Context: an optimization exercise on an open-source flow, tuned for small area and a short achievable clock period. The choices shown serve that exercise and are no tape-out recipe.
In this exercise RTL edits were held to simulation tests only and were not proved equivalent to the original.

v6:
## ibexc_data_tag_bridge
module ibexc_data_tag_bridge #(
    parameter logic [31:0] TagBase        = 32'h2001_0000,
    parameter int          NumGranules    = 2048,
    parameter int          MaxOutstanding = 2
) (
    input  logic        clk_i,
    input  logic        rst_ni,
    input  logic        core_req_i,
    output logic        core_gnt_o,
    output logic        core_rvalid_o,
    input  logic        core_we_i,
    input  logic [3:0]  core_be_i,
    input  logic [31:0] core_addr_i,
    input  logic [32:0] core_wdata_i,
    input  logic        core_is_cap_i,
    output logic [32:0] core_rdata_o,
    output logic        core_err_o,
    output logic        bus_req_o,
    input  logic        bus_gnt_i,
    input  logic        bus_rvalid_i,
    output logic        bus_we_o,
    output logic [3:0]  bus_be_o,
    output logic [31:0] bus_addr_o,
    output logic [31:0] bus_wdata_o,
    input  logic [31:0] bus_rdata_i,
    input  logic        bus_err_i,
    output logic        protocol_err_o
);
Settings: LEC_CHECK=0, CAP_MARGIN=20, CORE_MARGIN=2, CORE_UTILIZATION=40, CTS_CLUSTER_DIAMETER=50, CTS_CLUSTER_SIZE=24, SETUP_SLACK_MARGIN=3.6, SLEW_MARGIN=35, SYNTH_HIERARCHICAL=1; clock period 7.0 ns.
standard.sh (not shown) runs the stock make flow with config.mk's settings and CLKGATE_MAP_FILE= SYNTH_SCRIPT=/design/flow/synth_recipe.tcl, a recipe that flattens the netlist after the stock synthesis.
==> flow/flow/run.sh <==
#!/bin/bash
# The standard layout (standard.sh), with plain buffers rather than delay
# cells on the ports and no dummy clock loads. standard.sh's output goes to
# standard.log.
set -o pipefail
export BUFFER_PORTS_ARGS="-buffer_cell sky130_fd_sc_hd__buf_2"
export CTS_ARGS="-sink_clustering_enable -repair_clock_nets -dont_use_dummy_load -sink_clustering_size 24 -sink_clustering_max_diameter 50"
bash standard.sh > standard.log 2>&1
## Diff of input files: v7 against v6
diff --git a/flow/design.v b/flow/design.v
--- a/flow/design.v
+++ b/flow/design.v
@@ -96,21 +96,34 @@
     assign n_in_region = (core_addr_i[31:RegW] == TagBase[31:RegW]);
     assign n_row       = core_addr_i[RegW-1:3+ColW];
     assign n_col       = core_addr_i[ColW+2:3];
     logic [NRow-1:0] rrow;
     logic [NCol-1:0] bankrd [NBnk];
     logic [NCol-1:0] rowraw;     
+    logic [NCol-1:0] rowrawn;
     always_comb begin
         for (int r = 0; r < NRow; r++) rrow[r] = (n_row == r);
-        rowraw = '1;
-        for (int b = 0; b < NBnk; b++) rowraw = rowraw & bankrd[b];
-        rowraw = ~rowraw;
+        rowrawn = '1;
+        for (int b = 0; b < NBnk; b++) rowrawn = rowrawn & bankrd[b];
+        rowraw = ~rowrawn;
     end
     logic            n_same, n_fwd;
     assign n_same = wcommit & (h_row == n_row);
     assign n_fwd  = clr_q | n_same;
+    logic [NCol-1:0] rcol;
+    logic            n_raw;
+    always_comb begin
+        for (int c = 0; c < NCol; c++) rcol[c] = (n_col == c);
+    end
+    ibexc_data_tag_bridge_csel #(
+        .NC (NCol)
+    ) u_csel (
+        .rown_i (rowrawn),
+        .sel_i  (rcol),
+        .bit_o  (n_raw)
+    );
     logic n_rd_en;
     assign n_rd_en = ~core_we_i & core_is_cap_i & n_in_region;
     logic [NRow-1:0] wa, wb;
     logic [NCol-1:0] wd;
     logic [NCol-1:0] wy [NBnk];
     logic [NBnk-1:0] wany;
@@ -138,13 +151,13 @@
             .wy_i   (wy[b]),
             .rsel_i (rrow[b*BRow +: BRow]),
             .rdn_o  (bankrd[b])
         );
     end
     always_ff @(posedge clk_i) begin
-        nt_raw_q <= rowraw[n_col];
+        nt_raw_q <= n_raw;
         nt_c1_q  <= n_rd_en & ~(clr_q | (n_same & (h_col == n_col)));
         nt_c0_q  <= n_rd_en & ~clr_q & n_same & (h_col == n_col) & h_wval;
     end
     always_ff @(posedge clk_i) begin
         for (int k = 0; k < 2; k++) begin
             if (push && (wr_q == (k == 1))) begin
@@ -225,6 +238,15 @@
     always_comb begin
         rd = '0;
         for (int r = 0; r < NR; r++) rd = rd | (tags_q[r] & {NC{rsel_i[r]}});
     end
     assign rdn_o = ~rd;
 endmodule
+module ibexc_data_tag_bridge_csel #(
+    parameter int NC = 16
+) (
+    input  logic [NC-1:0] rown_i,
+    input  logic [NC-1:0] sel_i,
+    output logic          bit_o
+);
+    assign bit_o = |(~rown_i & sel_i);
+endmodule
[summary]
Re final number of setup-violating endpoints: no difference whatsoever between v7 and v6. [v7 vs v6] worst setup slack: higher in v7. Looking at hold slack across both flows, v7 is the weaker of the two, with v6 ahead. Reported for v6 and v7, global route total overflow turned out identical to the last digit. Where shortest period the worst path allows is concerned, v6 is outperformed by v7. [compare] base=v6 new=v7: number of antenna violations at the first check in global routing increased 8, total inserted antenna cells went up by 2, final routed wirelength across all metal layers -3.8%, arrival time of the worst setup path went down.

separate check: timing with driven ports:
In the flow no input, the clock included, has a driving cell. The finished layouts below were timed again as built, in two steps.
Step 1 assumes that a clkbuf_16 drives the clock port and a buf_2 every other input.
Step 2 moves the port delays by t, midway between the first and last clock arrival at a register: inputs arrive t later, outputs are due t later. That takes back most of the time a late clock gives input paths.
a / b / c = no drivers / after step 1 / after step 2; a / b = the first two.
run | t (ns) | setup WS [ns] | cell pins on the clock port's net
v6 | 0.889 | 3.212 / 3.142 / 2.253 | 1
v7 | 0.924 | 3.369 / 3.335 / 2.492 | 1
After both steps every run listed still meets setup and hold. The setup slack of v6, which loses most, moves by -0.070 ns with the drivers and by -0.959 ns with both steps.
